What follows belongs to an exercise in optimizing a design on an open flow for small area, a short achievable clock period and few clock cycles per item; a production flow would make more cautious choices. Where RTL was checked, it was by simulation tests only, not by an equivalence proof against the original. Only the layout flow was run in runs 1 to 5; the RTL was not checked for function there. Power and IR drop assume default switching activity.

--- flow/run.sh ---
#!/bin/bash
# synth_recipe.tcl (not shown) runs the flow's synth.tcl, then flattens the netlist and writes it again
# the make line also repeats each setting of config.mk as NAME=value (left out here)
make -C /OpenROAD-flow-scripts/flow DESIGN_CONFIG=/design/flow/config.mk WORK_HOME=/design/flow/orfs CLKGATE_MAP_FILE= SYNTH_SCRIPT=/design/flow/synth_recipe.tcl finish
--- flow/config.mk ---
export PLATFORM = sky130hd
export DESIGN_NAME = sha1_block_ctrl
export DESIGN_NICKNAME = sha1_block_ctrl
export VERILOG_FILES = /design/flow/design.v
export SDC_FILE = /design/flow/constraint.sdc
export NUM_CORES = 4
export LEC_CHECK = 0
export CAP_MARGIN = 20
export CORE_MARGIN = 2
export CORE_UTILIZATION = 40
export PLACE_DENSITY = 0.55
export SETUP_SLACK_MARGIN = 4.0
export SLEW_MARGIN = 20
--- flow/constraint.sdc ---
create_clock -name core_clock -period 10.0 [get_ports {clk}]
set_input_delay 2.0000 -clock core_clock [delete_from_list [all_inputs] [get_ports {clk}]]
set_output_delay 2.0000 -clock core_clock [all_outputs]
set_load 0.01 [all_outputs]
--- flow/design.v ---
package sha1_pkg;
  localparam logic [159:0] H_INIT = 160'h67452301_EFCDAB89_98BADCFE_10325476_C3D2E1F0;
  localparam logic [31:0] K_0_19  = 32'h5A827999;
  localparam logic [31:0] K_20_39 = 32'h6ED9EBA1;
  localparam logic [31:0] K_40_59 = 32'h8F1BBCDC;
  localparam logic [31:0] K_60_79 = 32'hCA62C1D6;
  function automatic logic [31:0] rotl1(input logic [31:0] x);
    rotl1 = {x[30:0], x[31]};
  endfunction
  function automatic logic [31:0] rotl5(input logic [31:0] x);
    rotl5 = {x[26:0], x[31:27]};
  endfunction
  function automatic logic [31:0] rotl30(input logic [31:0] x);
    rotl30 = {x[1:0], x[31:2]};
  endfunction
  function automatic logic [31:0] f_sel(input logic [1:0] g, input logic [31:0] b,
                                        input logic [31:0] c, input logic [31:0] d);
    logic [31:0] f;
    if (g == 2'd0) begin
      f = (b & c) | (~b & d);
    end else if (g == 2'd2) begin
      f = (b & c) | (b & d) | (c & d);
    end else begin
      f = b ^ c ^ d;
    end
    f_sel = f;
  endfunction
  function automatic logic [31:0] k_sel(input logic [1:0] g);
    logic [31:0] k;
    case (g)
      2'd0:    k = K_0_19;
      2'd1:    k = K_20_39;
      2'd2:    k = K_40_59;
      default: k = K_60_79;
    endcase
    k_sel = k;
  endfunction
  function automatic logic [31:0] csa_s(input logic [31:0] x, input logic [31:0] y,
                                        input logic [31:0] z);
    csa_s = x ^ y ^ z;
  endfunction
  function automatic logic [31:0] csa_c(input logic [31:0] x, input logic [31:0] y,
                                        input logic [31:0] z);
    logic [31:0] m;
    m = (x & y) | (x & z) | (y & z);
    csa_c = {m[30:0], 1'b0};
  endfunction
  function automatic logic [31:0] add_ks(input logic [31:0] x, input logic [31:0] y);
    logic [31:0] g, p;
    g = x & y;
    p = x ^ y;
    for (int l = 0; l < 5; l++) begin
      for (int i = 31; i >= (1 << l); i--) begin
        g[i] = g[i] | (p[i] & g[i - (1 << l)]);
        p[i] = p[i] & p[i - (1 << l)];
      end
    end
    add_ks = (x ^ y) ^ {g[30:0], 1'b0};
  endfunction
  function automatic logic [31:0] add_bk(input logic [31:0] x, input logic [31:0] y);
    logic [31:0] g, p;
    g = x & y;
    p = x ^ y;
    for (int l = 0; l < 5; l++) begin
      for (int i = (2 << l) - 1; i < 32; i += (2 << l)) begin
        g[i] = g[i] | (p[i] & g[i - (1 << l)]);
        p[i] = p[i] & p[i - (1 << l)];
      end
    end
    for (int l = 3; l >= 0; l--) begin
      for (int i = (3 << l) - 1; i < 32; i += (2 << l)) begin
        g[i] = g[i] | (p[i] & g[i - (1 << l)]);
        p[i] = p[i] & p[i - (1 << l)];
      end
    end
    add_bk = (x ^ y) ^ {g[30:0], 1'b0};
  endfunction
  function automatic logic [26:0] add_ks27c(input logic [26:0] x, input logic [26:0] y,
                                            input logic cin);
    logic [26:0] g, p, cy;
    g = x & y;
    p = x ^ y;
    for (int l = 0; l < 5; l++) begin
      for (int i = 26; i >= (1 << l); i--) begin
        g[i] = g[i] | (p[i] & g[i - (1 << l)]);
        p[i] = p[i] & p[i - (1 << l)];
      end
    end
    cy = {g[25:0], 1'b0} | ({p[25:0], 1'b1} & {27{cin}});
    add_ks27c = (x ^ y) ^ cy;
  endfunction
  function automatic logic carry27(input logic [26:0] x, input logic [26:0] y);
    logic [26:0] g, p;
    g = x & y;
    p = x ^ y;
    for (int l = 0; l < 5; l++) begin
      for (int i = 26; i >= (1 << l); i--) begin
        g[i] = g[i] | (p[i] & g[i - (1 << l)]);
        p[i] = p[i] & p[i - (1 << l)];
      end
    end
    carry27 = g[26];
  endfunction
endpackage
module sha1_round (
  input  logic [31:0] a_i,
  input  logic [31:0] b_i,
  input  logic [31:0] c_i,
  input  logic [31:0] d_i,
  input  logic [31:0] p_i,
  input  logic [31:0] q_i,
  input  logic [1:0]  g_i,
  output logic [31:0] a1_o,
  output logic [31:0] a2_o
);
  logic [31:0] ra, f0, f1, s0, c0;
  logic [26:0] s1, c1, s2, c2, s3, c3;
  logic [5:0]  zl, e0, e1;
  logic [4:0]  h0, h1;
  logic        k27, c5;
  assign ra = sha1_pkg::rotl5(a_i);
  assign f0 = sha1_pkg::f_sel(g_i, b_i, c_i, d_i);
  assign f1 = sha1_pkg::f_sel(g_i, a_i, sha1_pkg::rotl30(b_i), c_i);
  assign s0 = sha1_pkg::csa_s(ra, f0, p_i);
  assign c0 = sha1_pkg::csa_c(ra, f0, p_i);
  assign a1_o = sha1_pkg::add_ks(s0, c0);
  assign zl  = {1'b0, f1[4:0]} + {1'b0, q_i[4:0]};
  assign h0  = s0[31:27] + c0[31:27];
  assign h1  = s0[31:27] + c0[31:27] + 5'd1;
  assign e0  = {1'b0, h0} + {1'b0, zl[4:0]};
  assign e1  = {1'b0, h1} + {1'b0, zl[4:0]};
  assign k27 = sha1_pkg::carry27(s0[26:0], c0[26:0]);
  assign c5  = k27 ? e1[5] : e0[5];
  assign s1 = ra[26:0] ^ p_i[26:0] ^ q_i[31:5];
  assign c1 = {(ra[25:0] & p_i[25:0]) | (ra[25:0] & q_i[30:5]) | (p_i[25:0] & q_i[30:5]), 1'b0};
  assign s2 = s1 ^ c1 ^ f0[26:0];
  assign c2 = {(s1[25:0] & c1[25:0]) | (s1[25:0] & f0[25:0]) | (c1[25:0] & f0[25:0]), 1'b0};
  assign s3 = s2 ^ c2 ^ f1[31:5];
  assign c3 = {(s2[25:0] & c2[25:0]) | (s2[25:0] & f1[30:5]) | (c2[25:0] & f1[30:5]), zl[5]};
  assign a2_o = {sha1_pkg::add_ks27c(s3, c3, c5), k27 ? e1[4:0] : e0[4:0]};
endmodule
module sha1_block_ctrl (
  input  logic         clk,
  input  logic         reset,
  input  logic         init,
  input  logic         word_valid,
  output logic         word_ready,
  input  logic [31:0]  word_data,
  output logic         busy,
  output logic         digest_valid,
  output logic [159:0] digest
);
  logic [3:0]   cnt_q;
  logic [5:0]   p_q;
  logic [1:0]   g_q, gn_q;
  logic         busy_q, fin_q, dv_q, first_q, l39_q;
  logic [159:0] h_q;
  logic [31:0]  a_q, b_q, c_q, d_q, pe_q, qd_q;
  logic [31:0]  we_q [8];
  logic [31:0]  wo_q [8];
  logic         take, ld, pq0, sel0, step, last, fold;
  logic [1:0]   gnn_s;
  logic [5:0]   pnn_s;
  logic [31:0]  k_s, pe_x, pe_w, qd_x, qd_w, pe_d, qd_d;
  logic [127:0] st_init;
  logic [31:0]  a1_s, a2_s, wen_s, won_s;
  assign word_ready   = !busy_q && !init;
  assign busy         = busy_q;
  assign digest_valid = dv_q;
  assign digest       = h_q;
  assign take = word_valid && word_ready;
  assign ld   = take && (cnt_q == 4'd0);
  assign pq0  = take && (cnt_q == 4'd2);
  assign sel0 = !busy_q && (cnt_q == 4'd2);
  assign step = (busy_q && !fin_q) || (take && !cnt_q[0] && (cnt_q[3:2] != 2'd0));
  assign last = busy_q && !fin_q && l39_q;
  assign fold = last || fin_q;
  assign pnn_s = p_q + 6'd2;
  assign gnn_s = (pnn_s < 6'd10) ? 2'd0 : (pnn_s < 6'd20) ? 2'd1 : (pnn_s < 6'd30) ? 2'd2 : 2'd3;
  assign k_s   = fold ? 32'd0 : sha1_pkg::k_sel(gn_q);
  assign pe_x = sel0 ? h_q[31:0] : c_q;
  assign pe_w = last ? h_q[31:0] : fin_q ? h_q[95:64] : we_q[7];
  assign qd_x = sel0 ? d_q : fin_q ? b_q : sha1_pkg::rotl30(b_q);
  assign qd_w = last ? h_q[63:32] : fin_q ? h_q[127:96] : wo_q[7];
  assign pe_d = sha1_pkg::add_ks(sha1_pkg::csa_s(pe_x, k_s, pe_w),
                                 sha1_pkg::csa_c(pe_x, k_s, pe_w));
  assign qd_d = sha1_pkg::add_ks(sha1_pkg::csa_s(qd_x, k_s, qd_w),
                                 sha1_pkg::csa_c(qd_x, k_s, qd_w));
  assign wen_s = sha1_pkg::rotl1(wo_q[6] ^ we_q[4] ^ we_q[1] ^ we_q[0]);
  assign won_s = sha1_pkg::rotl1(we_q[7] ^ wo_q[4] ^ wo_q[1] ^ wo_q[0]);
  sha1_round u_round (
    .a_i(a_q), .b_i(b_q), .c_i(c_q), .d_i(d_q), .p_i(pe_q), .q_i(qd_q),
    .g_i(g_q), .a1_o(a1_s), .a2_o(a2_s)
  );
  assign st_init = first_q ? sha1_pkg::H_INIT[159:32] : h_q[159:32];
  always_ff @(posedge clk or posedge reset) begin
    if (reset) begin
      cnt_q   <= 4'd0;
      p_q     <= 6'd0;
      g_q     <= 2'd0;
      gn_q    <= 2'd0;
      l39_q   <= 1'b0;
      busy_q  <= 1'b0;
      fin_q   <= 1'b0;
      dv_q    <= 1'b0;
      first_q <= 1'b1;
    end else if (init) begin
      cnt_q   <= 4'd0;
      p_q     <= 6'd0;
      g_q     <= 2'd0;
      gn_q    <= 2'd0;
      l39_q   <= 1'b0;
      busy_q  <= 1'b0;
      fin_q   <= 1'b0;
      dv_q    <= 1'b0;
      first_q <= 1'b1;
    end else begin
      if (take) begin
        cnt_q <= cnt_q + 4'd1;
        dv_q  <= 1'b0;
        if (cnt_q == 4'd15) busy_q <= 1'b1;
      end
      if (ld) begin
        first_q <= 1'b0;
        p_q     <= 6'd0;
        g_q     <= 2'd0;
        gn_q    <= 2'd0;
        l39_q   <= 1'b0;
      end else if (step) begin
        p_q   <= p_q + 6'd1;
        g_q   <= gn_q;
        gn_q  <= gnn_s;
        l39_q <= (p_q == 6'd38);
      end
      if (last) fin_q <= 1'b1;
      if (fin_q) begin
        fin_q  <= 1'b0;
        busy_q <= 1'b0;
        dv_q   <= 1'b1;
      end
    end
  end
  always_ff @(posedge clk) begin
    if (ld && first_q) begin
      h_q <= sha1_pkg::H_INIT;
    end else if (last) begin
      h_q[31:0]  <= pe_d;
      h_q[63:32] <= qd_d;
    end else if (fin_q) begin
      h_q[95:64]   <= pe_d;
      h_q[127:96]  <= qd_d;
      h_q[159:128] <= sha1_pkg::add_bk(h_q[159:128], a_q);
    end
    if (ld) begin
      {a_q, b_q, c_q, d_q} <= st_init;
    end else if (step) begin
      a_q <= a2_s;
      b_q <= a1_s;
      c_q <= sha1_pkg::rotl30(a_q);
      d_q <= sha1_pkg::rotl30(b_q);
    end
    if (pq0 || step) begin
      pe_q <= pe_d;
      qd_q <= qd_d;
    end
  end
  always_ff @(posedge clk) begin
    if (busy_q || (take && !cnt_q[0])) begin
      for (int i = 0; i < 7; i++) we_q[i] <= we_q[i+1];
      we_q[7] <= busy_q ? wen_s : word_data;
    end
    if (busy_q || (take && cnt_q[0])) begin
      for (int i = 0; i < 7; i++) wo_q[i] <= wo_q[i+1];
      wo_q[7] <= busy_q ? won_s : word_data;
    end
  end
endmodule
==> impl_metrics.py, run 1 <==
metrics = {
    "synthesis": {
        "synth_top_area_share_pct": 43.1,
        "netlist_area_um2": 49100,
        "yosys.area.top_type": "edfxtp_1",
        "avgSynthCellArea_um2": 11.4,
        "synth.distinct_cells": 73,
        "ys_top_cells_by_area": "edfxtp_1 43%, fa_1 10%, dfxtp_1 6.5%, ha_1 4.6%, a21oi_1 4.3%",
        "synthArstFlopShare_pct": 2.15,
        "synth_flop_cell": "edfxtp_1",
        "yosysSeqAreaShare_pct": 50.6,
        "syn-num-nets": 4790,
        "syn_inst": 4320,
        "synth-edff-count": 704,
        "ys_seq_elements": 883,
        "yosys_warnings": 4,
    },
    "critical_path": {
        "crit_fanout": 68,
        "criticalPathCategory": "in -> reg",
        "startpoint_type": "input port",
        "critPathCaptureType": "flop",
        "arrival_ns": 6.06,
        "critPathRequiredTime_ns": 10.29,
    },
    "detailed_routing": {
        "first_pass_iters": 5,
        "routed_wl_mm": 155,
        "avgRoutedWirePerCell_um": 25.0,
        "ant_nets": 0,
        "routed-via-count": 33900,
        "drt_iter0_markers": 3550,
        "post-route-drc-count": 0,
        "vias_per_cell": 5.47,
    },
    "finish": {
        "antenna_cells": 0,
        "final_area_um2": 56300,
        "drive_above_1_share_pct": 5.35,
        "nets": 4950,
        "area_growth_pct": 14.8,
    },
    "placement": {
        "finalWeightedCongestion": 0.929,
        "dpl_cell_area_um2": 52800,
        "hpwl_mm": 113,
        "pre_cts_ws_ns": 3.33,
        "portBuffers": 198,
    },
    "pwr": {
        "power_density_nw_per_um2": 339,
        "vdd_drop_max_mv": 0.270,
        "power.leakage_nw": 21.9,
        "total_power_mw": 19.1,
    },
    "sta": {
        "hold_viol": 0,
        "timing.final.crit_share_pct": 57.7,
        "worst_pin_slew_ns": 1.15,
        "setup_tns_ns": 0,
        "drv_slew": 0,
        "timing.final.ws_setup_ns": 4.23,
        "relSlewSlack_pct": 23.3,
        "rsz0062_at_grt": "no",
        "min_period_ns": 5.77,
        "whs_ns": 0.408,
        "max_freq_ghz": 0.173,
        "setup_viol": 0,
        "fin_skew_ns": 0.0381,
    },
    "clocking": {
        "cts_buffer_depth": 3,
        "cts.sinks": 883,
        "cts.clk_slew.worst_paths_ns": 0.06,
        "cts_tree": "built",
        "hold_buffers": 0,
        "cts.htree.levels": 3,
        "root_buffer": "clkbuf_16",
        "clock_latency_ns": 0.70,
        "numCtsBuffers": 99,
    },
    "run": {
        "max_cap_viol_count": 0,
    },
    "grt": {
        "grt_pass1_wl_mm": 226,
        "gr-usage-met3_pct": 4.41,
        "grtUsageMet2_pct": 35.0,
        "overflow": 0,
        "grt_antenna_before_repair": 10,
        "use_met1_pct": 37.1,
        "grt_pass1_vias": 32500,
        "grt_max_degree": 182,
        "busiest_layer": "met1",
        "grt.total_usage_pct": 24.4,
    },
    "floorplan": {
        "fp-row-count": 128,
        "die_w_um": 354,
        "core-area_um2": 122000,
        "top_level_ports": 199,
        "dieArea_um2": 125000,
        "die_h_um": 354,
        "start_util_pct": 40.3,
    },
    "min_path": {
        "hp-class": "reg -> reg",
    },
    "outcome": {
        "outcome": "timing/DRC/antenna clean",
    },
}
## area by class of cell
| cell class | instances | area, µm² |
|---|---|---|
| clock buffers | 139 | 2810 |
| clock inverters | 47 | 503 |
| fillers | 11300 | 65400 |
| inverters | 379 | 1430 |
| multi-input cells | 2872 | 22200 |
| flip-flops and latches | 883 | 24800 |
| well taps | 1625 | 2030 |
| repair buffers | 245 | 2460 |
## cell families (layout without fill, tap and decap cells)
logic type                 Yosys count  after routing  share of synthesized area [%]
buffers and inverters              566            810                           4.33
and+or+nand+nor                    945            946                           8.58
muxes                              162            162                           3.31
AOI/OAI and AO/OA                  984            984                           12.0
xor gates and xnor gates           346            346                           6.18
adders and majority gates          434            434                           15.0
DFF                                883            883                           50.6
## registers in the layout, summed over array words and instances, names as in the netlist, 2 cells and up
register	count
we_q	256
pe_q	32
qd_q	32
c_q	32
h_q	160
a_q	32
b_q	32
cnt_q	4
g_q	2
p_q	6
d_q	32
wo_q	256
gn_q	2
## report_power, final
group,switching (mW),internal (mW)
clock network,1.57,2.15
logic,5.97,4.18
registers,0.557,4.67
## Yosys cell counts (160+ instances only)
master and number:
fa_1 255, a21oi_1 422, inv_1 378, ha_1 179
nor2_1 316, xnor2_1 162, nand2_1 365, dfxtp_1 160
edfxtp_1 704, o21ai_0 223, xor2_1 184
## stage by stage
| stage | instances | util (%) |
|---|---|---|
| 2_1_floorplan | 4320 | - |
| 3_3_place_gp | 5994 | 43.4 |
| 3_5_place_dp | 5994 | 43.4 |
| 4_1_cts | 6184 | 46.1 |
| 5_1_grt | 6190 | 46.3 |
| 6_report | 6190 | 46.3 |
## repair_timing
action / in CTS / in global routing
endpoints found under the hold margin: 0 / 0
setup endpoints to repair: 86 / 121
gates resized for setup: 10 / 24
buffers inserted: 3 / 5
pin swaps: 1 / 1
gates cloned: 1 / 0
## worst max-delay path, stage by stage
cell and delay [ns]:
clkdlybuf4s50_1 0.60, inv_1 0.29, nand3_1 0.19, nor3_1 0.59, a21o_1 0.62, nand2b_4 0.95, buf_6 0.69
## cells in the final DEF, fill, tap and decap left out, drive strengths merged, types with 37 or more instances in the layout
master         count
mux2i            159
a21oi            423
o21ai            223
xnor2            162
a22o              59
edfxtp           704
nand2            365
clkdlybuf4s50    198
a21o             109
nand3b            51
ha               179
a211oi            37
buf               45
clkbuf           141
fa               255
inv              381
dfxtp            160
xor2             184
nor2             316
nand3             50
## layer usage
metal,vias to the layer above,share of wire [%]
met5,-,0.021
met4,4,3.4
met2,1321,42
met3,211,8.4
met1,16900,46
li1,15400,-
## path summary, 6_finish.rpt
check | from | to | slack, ns | cells after the start
worst max-delay path | init | c_q[1]$_DFFE_PP_ | 4.23 | 7
worst min-delay path | we_q[5][16]$_DFFE_PP_ | we_q[4][16]$_DFFE_PP_ | 0.41 | 0
worst max register to register | fin_q$_DFF_PP0_ | h_q[28]$_SDFFE_PP0P_ | 4.24 | 18
worst min register to register | we_q[5][16]$_DFFE_PP_ | we_q[4][16]$_DFFE_PP_ | 0.41 | 0
max in group asynchronous | reset | g_q[1]$_DFFE_PP0P_ | 7.69 | 2
min in group asynchronous | reset | fin_q$_DFF_PP0_ | 1.76 | 2
==> inputs of run 2 (changes only) <==
--- a/flow/design.v
+++ b/flow/design.v
@@ -108,3 +108,3 @@
   input  logic [31:0] c_i,
-  input  logic [31:0] d_i,
+  input  logic [31:0] f0_i,
   input  logic [31:0] p_i,
@@ -121,3 +121,3 @@
   assign ra = sha1_pkg::rotl5(a_i);
-  assign f0 = sha1_pkg::f_sel(g_i, b_i, c_i, d_i);
+  assign f0 = f0_i;
   assign f1 = sha1_pkg::f_sel(g_i, a_i, sha1_pkg::rotl30(b_i), c_i);
@@ -157,6 +157,6 @@
   logic [159:0] h_q;
-  logic [31:0]  a_q, b_q, c_q, d_q, pe_q, qd_q;
+  logic [31:0]  a_q, b_q, c_q, f0_q, pe_q, qd_q;
   logic [31:0]  we_q [8];
   logic [31:0]  wo_q [8];
-  logic         take, ld, pq0, sel0, step, last, fold;
+  logic         take, ld, ldsel, pq0, sel0, step, last, fold;
   logic [1:0]   gnn_s;
@@ -165,3 +165,3 @@
   logic [127:0] st_init;
-  logic [31:0]  a1_s, a2_s, wen_s, won_s;
+  logic [31:0]  a1_s, a2_s, wen_s, won_s, f0_d;
   assign word_ready   = !busy_q && !init;
@@ -174,2 +174,3 @@
   assign sel0 = !busy_q && (cnt_q == 4'd2);
+  assign ldsel = !busy_q && (cnt_q == 4'd0);
   assign step = (busy_q && !fin_q) || (take && !cnt_q[0] && (cnt_q[3:2] != 2'd0));
@@ -182,3 +183,3 @@
   assign pe_w = last ? h_q[31:0] : fin_q ? h_q[95:64] : we_q[7];
-  assign qd_x = sel0 ? d_q : fin_q ? b_q : sha1_pkg::rotl30(b_q);
+  assign qd_x = sel0 ? h_q[63:32] : fin_q ? b_q : sha1_pkg::rotl30(b_q);
   assign qd_w = last ? h_q[63:32] : fin_q ? h_q[127:96] : wo_q[7];
@@ -191,3 +192,3 @@
   sha1_round u_round (
-    .a_i(a_q), .b_i(b_q), .c_i(c_q), .d_i(d_q), .p_i(pe_q), .q_i(qd_q),
+    .a_i(a_q), .b_i(b_q), .c_i(c_q), .f0_i(f0_q), .p_i(pe_q), .q_i(qd_q),
     .g_i(g_q), .a1_o(a1_s), .a2_o(a2_s)
@@ -195,2 +196,4 @@
   assign st_init = first_q ? sha1_pkg::H_INIT[159:32] : h_q[159:32];
+  assign f0_d = ldsel ? sha1_pkg::f_sel(2'd0, st_init[95:64], st_init[63:32], st_init[31:0])
+                      : sha1_pkg::f_sel(gn_q, a1_s, sha1_pkg::rotl30(a_q), sha1_pkg::rotl30(b_q));
   always_ff @(posedge clk or posedge reset) begin
@@ -253,9 +256,7 @@
     end
-    if (ld) begin
-      {a_q, b_q, c_q, d_q} <= st_init;
-    end else if (step) begin
-      a_q <= a2_s;
-      b_q <= a1_s;
-      c_q <= sha1_pkg::rotl30(a_q);
-      d_q <= sha1_pkg::rotl30(b_q);
+    if (ld || step) begin
+      a_q  <= ldsel ? st_init[127:96] : a2_s;
+      b_q  <= ldsel ? st_init[95:64]  : a1_s;
+      c_q  <= ldsel ? st_init[63:32]  : sha1_pkg::rotl30(a_q);
+      f0_q <= f0_d;
     end
==> impl_metrics.py, run 2 <==
metrics = {
    "clocking": {
        "cts_buffer_depth": 3,
        "cts_tree": "built",
        "cts.htree.levels": 3,
        "cts.sinks": 883,
        "cts.clk_slew.worst_paths_ns": 0.06,
        "numCtsBuffers": 99,
        "root_buffer": "clkbuf_16",
        "clock_latency_ns": 0.74,
        "hold_buffers": 0,
    },
    "sta": {
        "rsz0062_at_grt": "yes",
        "fin_skew_ns": 0.0566,
        "min_period_ns": 5.76,
        "max_freq_ghz": 0.174,
        "timing.final.crit_share_pct": 57.6,
        "whs_ns": 0.404,
        "timing.final.ws_setup_ns": 4.25,
        "drv_slew": 0,
        "setup_tns_ns": 0,
        "hold_viol": 0,
        "worst_pin_slew_ns": 1.12,
        "relSlewSlack_pct": 23.2,
        "setup_viol": 0,
    },
    "synthesis": {
        "synthAdderAreaFrac_pct": 15.0,
        "syn-num-nets": 4691,
        "synth_top_family_by_area": "adder cells",
        "syn_inst": 4221,
        "synth-edff-count": 704,
        "synth_xor_area_share_pct": 6.24,
        "synth.distinct_cells": 86,
        "synth_compound_area_share_pct": 12.3,
        "yosysSeqAreaShare_pct": 50.6,
        "yosys_warnings": 4,
        "synth_most_common_cell": "edfxtp_1",
        "ys_seq_elements": 883,
        "synth-simple-area-share_pct": 7.79,
        "muxShareOfSynthArea_pct": 3.89,
        "yosys.area.top_type": "edfxtp_1",
        "synthArstFlopShare_pct": 2.15,
        "ys_top_cells_by_area": "edfxtp_1 43%, fa_1 10%, dfxtp_1 6.5%, ha_1 4.6%, a21oi_1 4.3%",
        "synth_flop_cell": "edfxtp_1",
        "netlist_top_cells_count": "704 x edfxtp_1, 420 x a21oi_1, 369 x inv_1, 289 x nand2_1, 287 x nor2_1",
        "netlist_area_um2": 49000,
        "synth_top_area_share_pct": 43.1,
        "avgSynthCellArea_um2": 11.6,
    },
    "pwr": {
        "power_density_nw_per_um2": 219,
        "power.leakage_nw": 21.2,
        "total_power_mw": 12.3,
        "vdd_drop_max_mv": 0.137,
    },
    "detailed_routing": {
        "routed-via-count": 33700,
        "ant_nets": 0,
        "first_pass_iters": 5,
        "drt_iter0_markers": 3569,
        "avgRoutedWirePerCell_um": 25.1,
        "vias_per_cell": 5.51,
        "routed_wl_mm": 153,
        "post-route-drc-count": 0,
    },
    "floorplan": {
        "top_level_ports": 199,
        "core-area_um2": 122000,
        "dieArea_um2": 125000,
        "fp-row-count": 128,
        "die_h_um": 354,
        "start_util_pct": 40.3,
        "die_w_um": 354,
    },
    "finish": {
        "mostFrequentLayoutCell": "edfxtp_1",
        "final_area_um2": 56400,
        "antenna_cells": 0,
        "utilization_pct": 46.3,
        "final_cells": 6117,
        "layout_common_cells": "704 x edfxtp_1, 419 x a21oi_1, 368 x inv_1",
        "nets": 4878,
        "fillers": 11300,
        "area_growth_pct": 15.0,
        "drive_above_1_share_pct": 6.23,
        "top_regs": "we_q x256, wo_q x256, h_q x160",
    },
    "critical_path": {
        "reg2reg_to": "h_q[63]$_SDFFE_PP0P_",
        "worst_r2r_path_depth": 19,
        "slowest_stage": "fa_1",
        "startpoint_type": "flop",
        "crit_chain": "inv_2, and3_4, or3_1, o21bai_1, fa_1, inv_1, ha_1, nor2b_1, o21ai_1, a21boi_2, o211ai_1, a2111oi_2, o311a_1, o21ai_1, a311oi_4, a41oi_1, xnor2_1, nand2_1, a21oi_1",
        "slowest_delay_ns": 0.61,
        "critPathRequiredTime_ns": 10.65,
        "arrival_ns": 6.40,
        "critPathCaptureType": "flop",
        "criticalPathCategory": "reg -> reg",
        "reg2reg_from": "fin_q$_DFF_PP0_",
        "cp_common_cell": "o21ai_1",
        "crit_start": "fin_q$_DFF_PP0_",
        "r2r_slack_ns": 4.25,
        "crit_fanout": 11,
    },
    "placement": {
        "finalWeightedCongestion": 0.912,
        "pre_cts_ws_ns": 3.37,
        "portBuffers": 198,
        "dpl_cell_area_um2": 52900,
        "dp.cells": 5913,
        "hpwl_mm": 111,
    },
    "run": {
        "max_cap_viol_count": 0,
    },
    "grt": {
        "grtUsageMet2_pct": 34.7,
        "grt_antenna_before_repair": 5,
        "grt_pass1_wl_mm": 224,
        "busiest_layer": "met1",
        "overflow": 0,
        "grt_max_degree": 151,
        "gr-usage-met3_pct": 5.66,
        "grt.total_usage_pct": 24.3,
        "grt_pass1_vias": 32500,
        "use_met1_pct": 36.9,
    },
    "min_path": {
        "hold_path_end": "we_q[1][30]$_DFFE_PP_",
        "hp-class": "reg -> reg",
        "min_path_cells": 0,
        "min-delay-start": "we_q[2][30]$_DFFE_PP_",
    },
    "outcome": {
        "outcome": "timing/DRC/antenna clean",
    },
}
run 2: layout make-up:
cell class / instances / area, µm² / share of cell area, %
multi-input cells: 2799 / 22400 / 39.7
clock inverters: 47 / 487 / 0.864
flip-flops and latches: 883 / 24800 / 44.1
clock buffers: 138 / 2740 / 4.85
repair buffers: 254 / 2520 / 4.46
inverters: 371 / 1390 / 2.47
well taps: 1625 / 2030 / 3.61
run 2: report_power, final:
part | leakage, nW | switching [mW] | internal [mW]
clock | 1.56 | 1.61 | 2.02
combinational | 11.7 | 2.56 | 1.67
sequential | 7.97 | 0.256 | 4.23
run 2: per-layer routing:
layer  up-vias  routed length, µm
met5         -                  7
met4         2               3810
met3       178              13600
met2      1343              65100
met1     16900              70900
li1      15300                  -
run 2: cell families (layout without fill, tap and decap cells):
logic type,count (synthesis),count (layout)
flops,883,883
xor+xnor,349,349
buf+inv,542,810
mux,190,190
compound gates,973,973
fa+ha+maj,434,434
simple gates,850,853
run 2: timing repair:
item / 4_1_cts / 5_1_grt
buffers inserted: 2 / 14
gates resized for setup: 7 / 13
pin swaps: 2 / 1
cloned: 2 / 1
setup endpoints to repair: 62 / 58
run 2: worst max path at each step:
stage                                 to  slack [ns]
global placement      qd_q[25]$_DFFE_PP_        3.29
global route        h_q[63]$_SDFFE_PP0P_        3.97
finish              h_q[63]$_SDFFE_PP0P_        4.25
detailed placement  h_q[63]$_SDFFE_PP0P_        3.37
CTS                 h_q[63]$_SDFFE_PP0P_        4.01
floorplan           we_q[0][0]$_DFFE_PP_        3.08
run 2: worst max-delay path, delay by kind of cell, from the launching register on:
family,cells,cell delay (ns)
adder cells (fa/ha/maj),2,0.92
XOR/XNOR,1,0.30
AND/OR/NAND/NOR,4,1.04
buffers and inverters,2,0.22
flip-flops,1,0.58
AO/OA/AOI/OAI,10,2.59
==> inputs of run 3 (changes only) <==
--- a/flow/config.mk
+++ b/flow/config.mk
@@ -11,3 +11,3 @@
 export PLACE_DENSITY = 0.55
-export SETUP_SLACK_MARGIN = 4.0
+export SETUP_SLACK_MARGIN = 4.6
 export SLEW_MARGIN = 20
==> impl_metrics.py, run 3 <==
metrics = {
    "sta": {
        "worst_pin_slew_ns": 1.18,
        "min_period_ns": 5.36,
        "max_freq_ghz": 0.187,
        "setup_viol": 0,
        "rsz0062_at_grt": "yes",
        "relSlewSlack_pct": 21.1,
        "timing.final.crit_share_pct": 53.6,
        "drv_slew": 0,
        "whs_ns": 0.407,
        "fin_skew_ns": 0.0401,
        "setup_tns_ns": 0,
        "hold_viol": 0,
    },
    "synthesis": {
        "yosys.area.top_type": "edfxtp_1",
        "syn-num-nets": 4691,
        "netlist_top_cells_count": "704 x edfxtp_1, 420 x a21oi_1, 369 x inv_1, 289 x nand2_1, 287 x nor2_1",
        "synth_flop_cell": "edfxtp_1",
        "synth.distinct_cells": 86,
        "synth_top_area_share_pct": 43.1,
        "ys_top_cells_by_area": "edfxtp_1 43%, fa_1 10%, dfxtp_1 6.5%, ha_1 4.6%, a21oi_1 4.3%",
        "syn_inst": 4221,
        "ys_seq_elements": 883,
        "netlist_area_um2": 49000,
        "synthArstFlopShare_pct": 2.15,
        "yosys_warnings": 4,
        "synth_most_common_cell": "edfxtp_1",
        "yosysSeqAreaShare_pct": 50.6,
        "avgSynthCellArea_um2": 11.6,
        "synth-edff-count": 704,
    },
    "run": {
        "max_cap_viol_count": 0,
    },
    "grt": {
        "grt_pass1_vias": 32100,
        "grt.total_usage_pct": 24.1,
        "grt_antenna_before_repair": 1,
        "overflow": 0,
        "grt_max_degree": 192,
        "grt_pass1_wl_mm": 223,
    },
    "placement": {
        "finalWeightedCongestion": 0.917,
        "hpwl_mm": 110,
        "dp.cells": 5912,
        "portBuffers": 198,
    },
    "floorplan": {
        "core-area_um2": 122000,
        "dieArea_um2": 125000,
        "die_h_um": 354,
        "fp-row-count": 128,
        "die_w_um": 354,
        "top_level_ports": 199,
        "start_util_pct": 40.3,
    },
    "clocking": {
        "cts_tree": "built",
        "clock_latency_ns": 0.70,
        "hold_buffers": 0,
        "root_buffer": "clkbuf_16",
        "cts.htree.levels": 3,
        "cts_buffer_depth": 3,
        "numCtsBuffers": 99,
        "cts.sinks": 883,
        "cts.clk_slew.worst_paths_ns": 0.06,
    },
    "detailed_routing": {
        "first_pass_iters": 6,
        "routed-via-count": 34000,
        "drt_iter0_markers": 3707,
        "vias_per_cell": 5.51,
        "routed_wl_mm": 155,
        "avgRoutedWirePerCell_um": 25.0,
        "post-route-drc-count": 0,
        "ant_nets": 0,
    },
    "critical_path": {
        "critPathCaptureType": "flop",
        "arrival_ns": 5.78,
        "startpoint_type": "flop",
        "slowest_stage": "edfxtp_1",
        "crit_chain": "buf_4, fa_1, fa_1, inv_1, fa_1, inv_1, ha_1, and3_1, nand2_1, nor3_1, nand2_1, a2111oi_4, nor2_2, o31ai_4, a2111oi_4, nor3_2, xnor2_1, o21ai_1",
        "slowest_delay_ns": 0.53,
        "cp_common_cell": "fa_1",
        "criticalPathCategory": "reg -> reg",
        "crit_fanout": 5,
        "critPathRequiredTime_ns": 10.42,
    },
    "finish": {
        "top_regs": "we_q x256, wo_q x256, h_q x160",
        "nets": 4932,
        "layout_common_cells": "704 x edfxtp_1, 411 x a21oi_1, 364 x inv_1",
        "utilization_pct": 47.2,
        "drive_above_1_share_pct": 8.16,
        "mostFrequentLayoutCell": "edfxtp_1",
        "fillers": 11100,
        "area_growth_pct": 17.1,
        "seqCellArea_um2": 24800,
        "multiInputGateArea_um2": 22600,
        "final_cells": 6172,
    },
    "pwr": {
        "power.leakage_nw": 21.7,
        "total_power_mw": 12.7,
        "power_density_nw_per_um2": 221,
        "vdd_drop_max_mv": 0.154,
    },
    "min_path": {
        "hp-class": "reg -> reg",
    },
    "outcome": {
        "outcome": "timing/DRC/antenna clean",
    },
}
run 3: cell counts after synthesis:
No cell type changed its count.
run 3: repair_timing:
| action | CTS | global route |
|---|---|---|
| gates resized for setup | 45 | 56 |
| setup buffers | 32 | 35 |
| setup endpoints to repair | 192 | 70 |
| gates cloned | 3 | 3 |
| pin swaps | 10 | 27 |
run 3: logic make-up (layout without fill, tap and decap cells):
logic type,count (synthesis),in the layout,share of synthesized area [%]
compound gates,973,973,12.3
xor+xnor,349,349,6.24
fa+ha+maj,434,434,15.0
buf+inv,542,865,4.16
flops,883,883,50.6
mux,190,190,3.89
other cells,0,2,0
simple gates,850,851,7.79
run 3: area by class of cell:
cell class	instances	share of cell area [%]
clock inverters	36	0.793
repair buffers	310	5.53
diodes	2	0.00872
inverters	371	2.47
multi-input cells	2797	39.3
clock buffers	148	5.08
flip-flops and latches	883	43.3
well taps	1625	3.54
run 3: per-layer routing:
| layer | track usage, % | wire length (µm) | part of all wire, % |
|---|---|---|---|
| met1 | 37.5 | 72900 | 47 |
| met2 | 34.8 | 65800 | 43 |
| met3 | 3.83 | 12100 | 7.8 |
| met4 | 6.20 | 3730 | 2.4 |
| met5 | 0 | 0 | 0 |
run 3: worst max-delay path, delay by kind of cell, from the launching register on:
family          cells  cell delay, ns
xor+xnor            1            0.16
compound gates      4            0.88
fa+ha+maj           4            1.82
flops               1            0.53
simple gates        6            1.36
buf+inv             3            0.35
run 3: report_power, final:
part           internal, mW  leakage (nW)  switching (mW)  total (mW)
combinational          1.79          12.1            2.66        4.45
clock                  2.21          1.63            1.56        3.77
sequential             4.23          7.97           0.221        4.45
total                  8.23          21.7            4.44        12.7
run 3: worst paths after layout:
kind | start | end | slack, ns | depth (start not counted)
max | a_q[0]$_DFFE_PP_ | a_q[31]$_DFFE_PP_ | 4.64 | 18
min | wo_q[2][14]$_DFFE_PP_ | wo_q[1][14]$_DFFE_PP_ | 0.41 | 0
max reg2reg | a_q[0]$_DFFE_PP_ | a_q[31]$_DFFE_PP_ | 4.64 | 18
min reg2reg | wo_q[2][14]$_DFFE_PP_ | wo_q[1][14]$_DFFE_PP_ | 0.41 | 0
max in group asynchronous | reset | busy_q$_DFFE_PP0P_ | 7.63 | 2
min in group asynchronous | reset | p_q[4]$_DFFE_PP0P_ | 1.78 | 2
run 3: metrics by stage:
stage | instance area, µm² | worst slack (ns)
CTS | 56800 | 4.58
detailed placement | 52900 | 2.62
global placement | 52900 | 2.73
finish | 57400 | 4.64
floorplan | 49100 | 3.08
global route | 57400 | 4.56
==> inputs of run 4 (changes only) <==
--- a/flow/design.v
+++ b/flow/design.v
@@ -125,3 +125,3 @@
   assign c0 = sha1_pkg::csa_c(ra, f0, p_i);
-  assign a1_o = sha1_pkg::add_ks(s0, c0);
+  assign a1_o = sha1_pkg::add_bk(s0, c0);
   assign zl  = {1'b0, f1[4:0]} + {1'b0, q_i[4:0]};
@@ -185,5 +185,5 @@
   assign qd_w = last ? h_q[63:32] : fin_q ? h_q[127:96] : wo_q[7];
-  assign pe_d = sha1_pkg::add_ks(sha1_pkg::csa_s(pe_x, k_s, pe_w),
+  assign pe_d = sha1_pkg::add_bk(sha1_pkg::csa_s(pe_x, k_s, pe_w),
                                  sha1_pkg::csa_c(pe_x, k_s, pe_w));
-  assign qd_d = sha1_pkg::add_ks(sha1_pkg::csa_s(qd_x, k_s, qd_w),
+  assign qd_d = sha1_pkg::add_bk(sha1_pkg::csa_s(qd_x, k_s, qd_w),
                                  sha1_pkg::csa_c(qd_x, k_s, qd_w));
==> impl_metrics.py, run 4 <==
metrics = {
    "outcome": {
        "outcome": "timing/DRC/antenna clean",
    },
    "critical_path": {
        "worst_r2r_path_depth": 22,
        "slowest_stage": "dfrtp_4",
        "startpoint_type": "flop",
        "crit_start": "busy_q$_DFFE_PP0P_",
        "reg2reg_to": "h_q[31]$_SDFFE_PP1P_",
        "critPathCapture": "h_q[31]$_SDFFE_PP1P_",
        "slowest_delay_ns": 0.49,
        "critical_path_cell_count": 22,
        "critPathRequiredTime_ns": 10.55,
        "arrival_ns": 6.11,
        "r2r_slack_ns": 4.44,
        "critical-path-top-delay-family": "simple AND/OR/NAND/NOR gates",
        "reg2reg_from": "busy_q$_DFFE_PP0P_",
        "crit_fanout": 8,
        "critPathCaptureType": "flop",
        "criticalPathCategory": "reg -> reg",
        "path_buf_inv": 2,
        "crit_chain": "nor2b_4, and2_4, or3_4, nor2_4, buf_12, fa_1, ha_1, a21oi_2, o21ai_2, and4_1, a31o_4, nor4b_4, o31ai_2, o41a_1, a21boi_2, o21ai_2, fa_2, xnor2_2, xnor2_1, xnor2_1, buf_4, o211ai_1",
    },
    "detailed_routing": {
        "ant_nets": 0,
        "routed-via-count": 32600,
        "vias_per_cell": 5.46,
        "routed_wl_mm": 153,
        "post-route-drc-count": 0,
        "first_pass_iters": 5,
        "avgRoutedWirePerCell_um": 25.7,
        "drt_iter0_markers": 3054,
    },
    "sta": {
        "min_period_ns": 5.56,
        "setup_viol": 0,
        "max_freq_ghz": 0.180,
        "fin_skew_ns": 0.0307,
        "drv_slew": 0,
        "worst_pin_slew_ns": 1.11,
        "setup_tns_ns": 0,
        "hold_viol": 0,
        "whs_ns": 0.406,
        "timing.final.ws_setup_ns": 4.44,
        "relSlewSlack_pct": 26.2,
        "timing.final.crit_share_pct": 55.6,
        "rsz0062_at_grt": "yes",
    },
    "pwr": {
        "pwr-share-seq_pct": 35.3,
        "total_power_mw": 12.6,
        "switchingPower_mw": 4.41,
        "switching_share_pct": 35.0,
        "internal_power_mw": 8.21,
        "power_density_nw_per_um2": 221,
        "vdd_drop_max_mv": 0.149,
        "clockPowerShare_pct": 29.4,
        "power.leakage_nw": 21.6,
        "power_frac_comb_pct": 35.3,
    },
    "finish": {
        "fillers": 10700,
        "antenna_cells": 0,
        "utilization_pct": 47.8,
        "final_cells": 5974,
        "mostFrequentLayoutCell": "edfxtp_1",
        "layout_common_cells": "704 x edfxtp_1, 344 x inv_1, 297 x a21oi_1",
        "multiInputGateArea_um2": 22100,
        "top_regs": "we_q x256, wo_q x256, h_q x160",
        "area_growth_pct": 18.8,
        "nets": 4790,
        "drive_above_1_share_pct": 10.3,
        "final_area_um2": 57200,
        "seqCellArea_um2": 24800,
    },
    "synthesis": {
        "synth_flop_cell": "edfxtp_1",
        "yosysSeqAreaShare_pct": 51.5,
        "yosys.area.top_type": "edfxtp_1",
        "avgSynthCellArea_um2": 12.0,
        "synth_most_common_cell": "edfxtp_1",
        "ys_seq_elements": 883,
        "yosys_warnings": 4,
        "synth-edff-count": 704,
        "synth_top_area_share_pct": 43.9,
        "syn-num-nets": 4523,
        "syn_inst": 4013,
        "ys_top_cells_by_area": "edfxtp_1 44%, fa_1 12%, dfxtp_1 6.6%, ha_1 4.6%, mux2i_1 3.4%",
        "synthArstFlopShare_pct": 2.15,
        "synth.distinct_cells": 74,
        "netlist_area_um2": 48200,
        "netlist_top_cells_count": "704 x edfxtp_1, 353 x inv_1, 307 x a21oi_1, 297 x fa_1, 288 x nor2_1",
    },
    "clocking": {
        "cts_buffer_depth": 3,
        "root_buffer": "clkbuf_16",
        "cts.htree.levels": 3,
        "clock_latency_ns": 0.72,
        "cts_tree": "built",
        "numCtsBuffers": 96,
        "cts.clk_slew.worst_paths_ns": 0.06,
        "cts.sinks": 883,
    },
    "grt": {
        "grt_pass1_vias": 32200,
        "grt_antenna_before_repair": 4,
        "overflow": 0,
        "grt_pass1_wl_mm": 222,
        "grt_max_degree": 151,
        "grt.total_usage_pct": 24.9,
    },
    "floorplan": {
        "dieArea_um2": 123000,
        "die_w_um": 351,
        "die_h_um": 351,
        "top_level_ports": 199,
        "core-area_um2": 120000,
        "fp-row-count": 127,
        "start_util_pct": 40.3,
    },
    "placement": {
        "portBuffers": 198,
        "dp.cells": 5696,
        "dpl_cell_area_um2": 52000,
        "hpwl_mm": 107,
        "pre_cts_ws_ns": 2.29,
        "finalWeightedCongestion": 0.913,
    },
    "min_path": {
        "hp-class": "reg -> reg",
    },
    "run": {
        "max_cap_viol_count": 0,
    },
}
[run 4: cell types whose count changed after synthesis, sizes merged, moves of 24 or more]
| cell | before | now |
|---|---|---|
| a21oi | 420 | 309 |
| fa | 255 | 297 |
| a22o | 57 | 24 |
| nand3b | 34 | 2 |
| a211oi | 37 | 67 |
| nor3 | 61 | 31 |
| o21ai | 192 | 216 |
| xnor2 | 169 | 145 |
[run 4: per-layer routing]
metal | up-vias | GRT usage, % | part of all wire (%)
met1 | 16500 | 33.7 | 43
met4 | 2 | 9.18 | 4.0
met5 | - | 0 | 0.0085
met3 | 257 | 5.52 | 8.0
li1 | 14700 | - | -
met2 | 1210 | 39.0 | 45
[run 4: layout make-up]
| cell class | instances | area share, % |
|---|---|---|
| well taps | 1612 | 3.52 |
| multi-input cells | 2610 | 38.6 |
| flip-flops and latches | 883 | 43.4 |
| clock inverters | 42 | 0.933 |
| clock buffers | 138 | 4.80 |
| repair buffers | 335 | 6.37 |
| inverters | 354 | 2.37 |
[run 4: worst min path at each step]
stage / from / cells past startpoint / slack, ns / end
after floorplan: we_q[2][0]$_DFFE_PP_ / 0 / 0.40 / we_q[1][0]$_DFFE_PP_
after global placement: wo_q[2][15]$_DFFE_PP_ / 0 / 0.40 / wo_q[1][15]$_DFFE_PP_
after detailed placement: we_q[3][4]$_DFFE_PP_ / 0 / 0.40 / we_q[2][4]$_DFFE_PP_
after CTS: wo_q[5][18]$_DFFE_PP_ / 0 / 0.41 / wo_q[4][18]$_DFFE_PP_
after global routing: we_q[2][8]$_DFFE_PP_ / 0 / 0.42 / we_q[1][8]$_DFFE_PP_
final: wo_q[5][18]$_DFFE_PP_ / 0 / 0.41 / wo_q[4][18]$_DFFE_PP_
[run 4: cells by family (layout without fill, tap and decap cells)]
group | after synthesis | in the layout | synth area share [%]
xor gates and xnor gates | 311 | 311 | 5.65
and+or+nand+nor | 763 | 766 | 6.83
DFF | 883 | 883 | 51.5
buffers and inverters | 523 | 869 | 4.07
muxes | 183 | 183 | 3.85
adders and majority gates | 474 | 474 | 16.9
AOI/OAI and AO/OA | 876 | 876 | 11.1
[run 4: power by group through the flow]
stage / clock network [mW] / registers, mW / logic (mW)
after floorplan: 0 / 4.45 / 3.06
after global placement: 0 / 4.54 / 4.16
after detailed placement: 0 / 4.54 / 4.20
after CTS: 3.80 / 4.46 / 4.34
after global routing: 3.92 / 4.47 / 4.97
final: 3.71 / 4.45 / 4.46
[run 4: what timing repair did]
action / 4_1_cts / 5_1_grt
hold buffers: 0 / 0
buffers inserted: 45 / 36
setup endpoints to repair: 177 / 38
gates resized for setup: 120 / 76
cloned: 12 / 5
pin swaps: 44 / 56
[run 4: worst register-to-register path: stages (launching register included)]
cell and delay [ns]:
dfrtp_4 0.49, nor2b_4 0.16, and2_4 0.23, or3_4 0.45
nor2_4 0.13, buf_12 0.14, fa_1 0.39, ha_1 0.32
a21oi_2 0.20, o21ai_2 0.10, and4_1 0.17, a31o_4 0.24
nor4b_4 0.38, o31ai_2 0.10, o41a_1 0.41, a21boi_2 0.22
o21ai_2 0.09, fa_2 0.38, xnor2_2 0.16, xnor2_1 0.14
xnor2_1 0.26, buf_4 0.16, o211ai_1 0.07
==> inputs of run 5 (changes only) <==
--- a/flow/config.mk
+++ b/flow/config.mk
@@ -9,4 +9,5 @@
 export CORE_MARGIN = 2
-export CORE_UTILIZATION = 40
-export PLACE_DENSITY = 0.55
+export CORE_UTILIZATION = 55
+export CTS_BUF_LIST = sky130_fd_sc_hd__clkbuf_4 sky130_fd_sc_hd__clkbuf_8
+export PLACE_DENSITY = 0.65
 export SETUP_SLACK_MARGIN = 4.6
==> impl_metrics.py, run 5 <==
metrics = {
    "placement": {
        "pre_cts_ws_ns": 2.21,
        "finalWeightedCongestion": 0.943,
        "portBuffers": 198,
        "hpwl_mm": 101,
    },
    "floorplan": {
        "die_w_um": 300,
        "start_util_pct": 55.5,
        "core-area_um2": 86800,
        "die_h_um": 300,
        "top_level_ports": 199,
        "fp-row-count": 108,
        "dieArea_um2": 90000,
    },
    "critical_path": {
        "critPathCaptureType": "flop",
        "r2r_slack_ns": 4.52,
        "worst_r2r_path_depth": 25,
        "criticalPathCategory": "reg -> reg",
        "critPathRequiredTime_ns": 10.63,
        "crit_fanout": 6,
        "arrival_ns": 6.11,
        "startpoint_type": "flop",
    },
    "detailed_routing": {
        "routed-via-count": 33500,
        "routed_wl_mm": 147,
        "drt_iter0_markers": 3504,
        "avgRoutedWirePerCell_um": 26.0,
        "ant_nets": 0,
        "vias_per_cell": 5.93,
        "first_pass_iters": 7,
        "post-route-drc-count": 0,
    },
    "finish": {
        "nets": 4864,
        "mostFrequentLayoutCell": "edfxtp_1",
        "fillers": 6802,
        "drive_above_1_share_pct": 12.8,
        "layout_common_cells": "704 x edfxtp_1, 343 x inv_1, 295 x a21oi_1",
        "top_regs": "we_q x256, wo_q x256, h_q x160",
        "area_growth_pct": 17.7,
    },
    "clocking": {
        "hold_buffers": 0,
        "clock_latency_ns": 0.86,
        "cts_buffer_depth": 3,
        "root_buffer": "clkbuf_8",
        "cts_tree": "built",
        "cts.sinks": 883,
        "cts.clk_slew.worst_paths_ns": 0.06,
        "cts.htree.levels": 4,
        "numCtsBuffers": 150,
    },
    "pwr": {
        "power.leakage_nw": 21.7,
        "vdd_drop_max_mv": 0.146,
        "power_density_nw_per_um2": 217,
    },
    "run": {
        "max_cap_viol_count": 0,
    },
    "grt": {
        "grtUsageMet2_pct": 48.9,
        "grt_pass1_vias": 32700,
        "overflow": 0,
        "grt.total_usage_pct": 32.7,
        "grt_max_degree": 173,
        "busiest_layer": "met2",
        "grt_pass1_wl_mm": 214,
        "gr-usage-met3_pct": 7.89,
        "use_met1_pct": 45.6,
        "grt_antenna_before_repair": 4,
    },
    "synthesis": {
        "yosysSeqAreaShare_pct": 51.5,
        "synthArstFlopShare_pct": 2.15,
        "netlist_top_cells_count": "704 x edfxtp_1, 353 x inv_1, 307 x a21oi_1, 297 x fa_1, 288 x nor2_1",
        "synth-edff-count": 704,
        "synth_top_area_share_pct": 43.9,
        "netlist_area_um2": 48200,
        "synth_flop_cell": "edfxtp_1",
        "yosys.area.top_type": "edfxtp_1",
        "syn-num-nets": 4523,
        "ys_top_cells_by_area": "edfxtp_1 44%, fa_1 12%, dfxtp_1 6.6%, ha_1 4.6%, mux2i_1 3.4%",
        "synth_most_common_cell": "edfxtp_1",
        "ys_seq_elements": 883,
        "yosys_warnings": 4,
        "avgSynthCellArea_um2": 12.0,
        "syn_inst": 4013,
        "synth.distinct_cells": 74,
    },
    "outcome": {
        "outcome": "timing/DRC/antenna clean",
    },
    "sta": {
        "whs_ns": 0.389,
        "relSlewSlack_pct": 24.1,
        "fin_skew_ns": 0.0500,
        "timing.final.ws_setup_ns": 4.52,
        "min_period_ns": 5.48,
        "timing.final.crit_share_pct": 54.8,
        "worst_pin_slew_ns": 1.14,
        "setup_tns_ns": 0,
        "max_freq_ghz": 0.182,
        "hold_viol": 0,
        "rsz0062_at_grt": "yes",
        "drv_slew": 0,
        "setup_viol": 0,
    },
    "min_path": {
        "min_path_cells": 0,
        "hp-class": "reg -> reg",
    },
}
## run 5: cell families after synthesis
group | synth area share (%)
adder cells (fa/ha/maj) | 16.9
multiplexers | 3.85
flip-flops | 51.5
AND/OR/NAND/NOR | 6.83
XOR/XNOR | 5.65
buffers and inverters | 4.07
AO/OA/AOI/OAI | 11.1
## run 5: metrics by stage
| stage | utilization [%] | instance area, µm² | cells | total power, mW |
|---|---|---|---|---|
| 2_1_floorplan | - | 48300 | 4013 | 7.51 |
| 3_3_place_gp | 59.2 | 51400 | 5235 | 8.65 |
| 3_5_place_dp | 59.3 | 51400 | 5236 | 8.73 |
| 4_1_cts | 64.5 | 56000 | 5590 | 12.2 |
| 5_1_grt | 65.4 | 56700 | 5637 | 13.0 |
| 6_report | 65.4 | 56700 | 5637 | 12.3 |
## run 5: worst max-delay path, cell delays in order (launching register included)
cell,delay [ns]
dfrtp_4,0.53
nor2b_4,0.22
nand2_8,0.12
nand2_8,0.12
clkinv_8,0.08
buf_16,0.14
nand2_8,0.08
clkinv_8,0.06
fa_1,0.59
ha_4,0.23
a21o_1,0.19
a21o_1,0.16
a221o_1,0.35
a22oi_2,0.27
o21ai_2,0.15
o22ai_2,0.25
o311a_1,0.23
a21oi_2,0.08
a21boi_2,0.18
o21ai_2,0.10
fa_2,0.41
xnor2_4,0.22
xnor2_2,0.16
xnor2_2,0.15
buf_4,0.15
inv_1,0.04
## run 5: worst paths after layout
path                                          to                  start
max                           qd_q[31]$_DFFE_PP_        fin_q$_DFF_PP0_
min                        wo_q[2][12]$_DFFE_PP_  wo_q[3][12]$_DFFE_PP_
max reg2reg                   qd_q[31]$_DFFE_PP_        fin_q$_DFF_PP0_
min reg2reg                wo_q[2][12]$_DFFE_PP_  wo_q[3][12]$_DFFE_PP_
max in group asynchronous        fin_q$_DFF_PP0_                  reset
min in group asynchronous       dv_q$_DFFE_PP0P_                  reset
## run 5: repair_timing
item,in CTS,in global routing
setup endpoints to repair,167,35
resized for setup,133,58
endpoints found under the hold margin,0,0
gates cloned,16,4
pin swaps,52,40
setup buffers,61,39
## run 5: layout make-up
type,count,area [µm²],area share (%)
clock inverter,51,325,0.574
timing repair buffer,353,3830,6.76
multi-input combinational,2612,22100,39.0
antenna,3,7.51,0.0132
sequential,883,24800,43.8
clock buffer,226,2760,4.87
tap,1155,1450,2.55
inverter,354,1370,2.42
## run 5: metal layers
| layer | up-vias | routed length (µm) |
|---|---|---|
| met5 | - | 25 |
| met4 | 6 | 6440 |
| met3 | 312 | 13400 |
| met2 | 1529 | 65300 |
| met1 | 16700 | 61700 |
| li1 | 14900 | - |
## run 5: power by group
part / switching (mW) / total [mW] / internal (mW)
combinational: 2.65 / 4.49 / 1.84
clock: 1.55 / 3.34 / 1.79
sequential: 0.221 / 4.46 / 4.24
==> inputs of run 6 (changes only) <==
--- a/flow/design.v
+++ b/flow/design.v
@@ -125,3 +125,3 @@
   assign c0 = sha1_pkg::csa_c(ra, f0, p_i);
-  assign a1_o = sha1_pkg::add_bk(s0, c0);
+  assign a1_o = sha1_pkg::add_ks(s0, c0);
   assign zl  = {1'b0, f1[4:0]} + {1'b0, q_i[4:0]};
@@ -155,3 +155,3 @@
   logic [1:0]   g_q, gn_q;
-  logic         busy_q, fin_q, dv_q, first_q, l39_q;
+  logic         busy_q, fin_q, dv_q, first_q, l39_q, sel0_q, ldsel_q;
   logic [159:0] h_q;
@@ -173,6 +173,6 @@
   assign pq0  = take && (cnt_q == 4'd2);
-  assign sel0 = !busy_q && (cnt_q == 4'd2);
-  assign ldsel = !busy_q && (cnt_q == 4'd0);
+  assign sel0  = sel0_q;    
+  assign ldsel = ldsel_q;   
   assign step = (busy_q && !fin_q) || (take && !cnt_q[0] && (cnt_q[3:2] != 2'd0));
-  assign last = busy_q && !fin_q && l39_q;
+  assign last = l39_q;      
   assign fold = last || fin_q;
@@ -185,5 +185,5 @@
   assign qd_w = last ? h_q[63:32] : fin_q ? h_q[127:96] : wo_q[7];
-  assign pe_d = sha1_pkg::add_bk(sha1_pkg::csa_s(pe_x, k_s, pe_w),
+  assign pe_d = sha1_pkg::add_ks(sha1_pkg::csa_s(pe_x, k_s, pe_w),
                                  sha1_pkg::csa_c(pe_x, k_s, pe_w));
-  assign qd_d = sha1_pkg::add_bk(sha1_pkg::csa_s(qd_x, k_s, qd_w),
+  assign qd_d = sha1_pkg::add_ks(sha1_pkg::csa_s(qd_x, k_s, qd_w),
                                  sha1_pkg::csa_c(qd_x, k_s, qd_w));
@@ -205,2 +205,4 @@
       l39_q   <= 1'b0;
+      sel0_q  <= 1'b0;
+      ldsel_q <= 1'b1;
       busy_q  <= 1'b0;
@@ -215,2 +217,4 @@
       l39_q   <= 1'b0;
+      sel0_q  <= 1'b0;
+      ldsel_q <= 1'b1;
       busy_q  <= 1'b0;
@@ -221,4 +225,6 @@
       if (take) begin
-        cnt_q <= cnt_q + 4'd1;
-        dv_q  <= 1'b0;
+        cnt_q   <= cnt_q + 4'd1;
+        dv_q    <= 1'b0;
+        sel0_q  <= (cnt_q == 4'd1);
+        ldsel_q <= 1'b0;
         if (cnt_q == 4'd15) busy_q <= 1'b1;
@@ -237,5 +243,9 @@
       end
-      if (last) fin_q <= 1'b1;
+      if (last) begin
+        fin_q <= 1'b1;
+        l39_q <= 1'b0;
+      end
       if (fin_q) begin
-        fin_q  <= 1'b0;
+        fin_q   <= 1'b0;
+        ldsel_q <= 1'b1;
         busy_q <= 1'b0;
--- a/flow/config.mk
+++ b/flow/config.mk
@@ -10,3 +10,4 @@
 export CORE_UTILIZATION = 55
-export CTS_BUF_LIST = sky130_fd_sc_hd__clkbuf_4 sky130_fd_sc_hd__clkbuf_8
+export CTS_CLUSTER_DIAMETER = 80
+export CTS_CLUSTER_SIZE = 30
 export PLACE_DENSITY = 0.65
==> impl_metrics.py, run 6 <==
metrics = {
    "outcome": {
        "outcome": "timing/DRC/antenna clean",
    },
    "finish": {
        "top_regs": "we_q x256, wo_q x256, h_q x160",
        "area_growth_pct": 11.7,
        "layout_common_cells": "704 x edfxtp_1, 375 x nand2_1, 373 x a21oi_1",
        "drive_above_1_share_pct": 5.59,
        "nets": 4905,
        "mostFrequentLayoutCell": "edfxtp_1",
    },
    "clocking": {
        "cts.htree.levels": 2,
        "root_buffer": "clkbuf_16",
        "hold_buffers": 0,
        "cts.clk_slew.worst_paths_ns": 0.11,
        "numCtsBuffers": 48,
        "cts_buffer_depth": 3,
        "cts.sinks": 885,
        "cts_tree": "built",
        "clock_latency_ns": 0.67,
    },
    "sta": {
        "max_freq_ghz": 0.189,
        "timing.final.ws_setup_ns": 4.72,
        "timing.final.crit_share_pct": 52.8,
        "setup_tns_ns": 0,
        "relSlewSlack_pct": 14.9,
        "rsz0062_at_grt": "yes",
        "min_period_ns": 5.28,
        "fin_skew_ns": 0.0360,
        "setup_viol": 0,
        "hold_viol": 0,
        "worst_pin_slew_ns": 1.26,
        "drv_slew": 0,
    },
    "placement": {
        "pre_cts_ws_ns": 3.57,
        "hpwl_mm": 111,
        "portBuffers": 198,
        "finalWeightedCongestion": 1.00,
    },
    "floorplan": {
        "fp-row-count": 109,
        "die_w_um": 304,
        "die_h_um": 304,
        "top_level_ports": 199,
        "dieArea_um2": 92100,
        "start_util_pct": 55.7,
        "core-area_um2": 88600,
    },
    "synthesis": {
        "synth_flop_cell": "edfxtp_1",
        "syn_inst": 4277,
        "synth-edff-count": 704,
        "synth_most_common_cell": "edfxtp_1",
        "synthArstFlopShare_pct": 2.37,
        "netlist_top_cells_count": "704 x edfxtp_1, 378 x nand2_1, 376 x a21oi_1, 331 x nor2_1, 319 x inv_1",
        "ys_seq_elements": 885,
        "syn-num-nets": 4748,
        "yosys_warnings": 4,
        "netlist_area_um2": 49400,
        "yosys.area.top_type": "edfxtp_1",
        "synth_top_area_share_pct": 42.8,
        "yosysSeqAreaShare_pct": 50.4,
        "ys_top_cells_by_area": "edfxtp_1 43%, fa_1 10%, dfxtp_1 6.5%, mux2i_1 5.3%, ha_1 4.6%",
        "synth.distinct_cells": 80,
        "avgSynthCellArea_um2": 11.5,
    },
    "grt": {
        "grt_antenna_before_repair": 1,
        "grt.total_usage_pct": 33.3,
        "grt_pass1_wl_mm": 223,
        "grt_max_degree": 152,
        "grt_pass1_vias": 33000,
        "overflow": 0,
    },
    "min_path": {
        "hp-class": "reg -> reg",
    },
    "critical_path": {
        "crit_fanout": 5,
        "cp_common_cell": "a21oi_1",
        "critical-path-top-delay-family": "compound AO/OA/AOI/OAI gates",
        "critPathRequiredTime_ns": 10.37,
        "path_buf_inv": 1,
        "slowest_delay_ns": 0.48,
        "critPathCaptureType": "flop",
        "arrival_ns": 5.66,
        "crit_chain": "buf_12, fa_1, a21oi_1, o21ai_0, ha_1, fa_1, a21o_1, a21oi_1, xnor2_1, ha_1, a21oi_1, nand3_1, nand2_1, o31a_1, o311ai_1, xnor2_1, a21oi_1",
        "slowest_stage": "fa_1",
        "criticalPathCategory": "reg -> reg",
        "startpoint_type": "flop",
    },
    "detailed_routing": {
        "ant_nets": 0,
        "routed-via-count": 34200,
        "routed_wl_mm": 153,
        "drt_iter0_markers": 3605,
        "avgRoutedWirePerCell_um": 27.2,
        "vias_per_cell": 6.06,
        "first_pass_iters": 8,
        "post-route-drc-count": 0,
    },
    "pwr": {
        "power.leakage_nw": 20.7,
        "vdd_drop_max_mv": 0.152,
        "power_density_nw_per_um2": 202,
    },
    "run": {
        "max_cap_viol_count": 0,
    },
}
[run 6: cells by family (layout without fill, tap and decap cells)]
kind of cell | Yosys count | in the layout | share of synthesized area, %
simple gates | 947 | 947 | 8.31
flops | 885 | 885 | 50.4
compound gates | 894 | 894 | 10.8
mux | 276 | 276 | 5.64
fa+ha+maj | 435 | 435 | 14.9
buf+inv | 493 | 690 | 3.76
other cells | 0 | 1 | 0
xor+xnor | 347 | 347 | 6.16
[run 6: metrics by stage]
stage               area [µm²]  power (mW)  util, %  cells  hold slack (ns)
floorplan                49400        7.26        -   4277            0.400
global placement         52600        8.46     59.3   5506            0.401
detailed placement       52600        8.51     59.3   5506            0.405
CTS                      54800        11.0     61.8   5623            0.405
global route             55100        11.7     62.2   5639            0.415
finish                   55100        11.2     62.2   5640            0.406
[run 6: worst paths after layout]
kind | start | end | slack [ns] | depth (start not counted)
min | we_q[3][2]$_DFFE_PP_ | we_q[2][2]$_DFFE_PP_ | 0.41 | 0
max in group asynchronous | reset | g_q[1]$_DFFE_PP0P_ | 7.82 | 2
max reg2reg | a_q[0]$_DFFE_PP_ | a_q[25]$_DFFE_PP_ | 4.72 | 17
min reg2reg | we_q[3][2]$_DFFE_PP_ | we_q[2][2]$_DFFE_PP_ | 0.41 | 0
min in group asynchronous | reset | p_q[2]$_DFFE_PP0P_ | 1.71 | 2
max | a_q[0]$_DFFE_PP_ | a_q[25]$_DFFE_PP_ | 4.72 | 17
[run 6: layer usage]
metal | vias to the layer above | track usage, % | share of wire, %
met4 | 0 | 14.8 | 5.5
met5 | - | 0 | 0
met3 | 312 | 6.12 | 8.5
met2 | 1560 | 51.3 | 44
li1 | 15300 | - | -
met1 | 17000 | 46.4 | 42
[run 6: repair_timing]
item,4_1_cts,5_1_grt
gates cloned,1,2
gates resized for setup,18,30
setup buffers,26,14
setup endpoints to repair,130,64
pin swaps,2,8
[run 6: worst reg2reg max path, stage by stage, from the launching register on]
cell	delay, ns
edfxtp_1	0.45
buf_12	0.18
fa_1	0.42
a21oi_1	0.14
o21ai_0	0.09
ha_1	0.25
fa_1	0.48
a21o_1	0.22
a21oi_1	0.21
xnor2_1	0.39
ha_1	0.38
a21oi_1	0.44
nand3_1	0.31
nand2_1	0.31
o31a_1	0.27
o311ai_1	0.18
xnor2_1	0.20
a21oi_1	0.09
[run 6: area by class of cell]
type | instances | area [µm²]
Antenna cell | 1 | 2.50
Multi-Input combinational cell | 2899 | 22900
Inverter | 321 | 1200
Clock inverter | 29 | 512
Clock buffer | 61 | 1330
Timing Repair Buffer | 279 | 2830
Sequential cell | 885 | 24900
Fill cell | 7193 | 33500
Tap cell | 1165 | 1460
[run 6: where the power goes]
part           switching [mW]  total (mW)  internal, mW
Sequential              0.189        4.40          4.21
Clock                    1.42        2.51          1.08
Combinational            2.61        4.26          1.64
Total                    4.22        11.2          6.94
Testbench counts of run 6, summed over its fixed seeds: cycles 6,536, blocks 128.

## static timing again, ports no longer ideal
In the flow no input, the clock included, has a driving cell. The finished layouts below were timed again as built, in two steps.
Step 1, drivers: a clkbuf_16 drives clk and a buf_2 each remaining input, both assumed.
Step 2 moves the port delays by t, midway between the first and last clock arrival at a register: inputs arrive t later, outputs are due t later. That takes back most of the time a late clock gives input paths.
a / b / c = no drivers / after step 1 / after step 2; a / b = the first two.
run	shift t [ns]	slack for setup (ns)	worst setup path at the end	cell pins on the clock port's net
run 1	0.759	4.234 / 4.242 / 3.526	input to register	1
run 2	0.785	4.245 / 4.245 / 4.245	register to register	1
run 3	0.754	4.642 / 4.642 / 4.517	input to register	1
run 4	0.784	4.441 / 4.441 / 4.151	input to register	1
run 5	0.909	4.516 / 4.516 / 4.516	register to register	1
run 6	0.723	4.718 / 4.718 / 4.338	input to register	1
After both steps setup and hold are still met in every run listed. The setup slack of run 1, which loses most, moves by +0.008 ns with the drivers and by -0.708 ns with both steps.
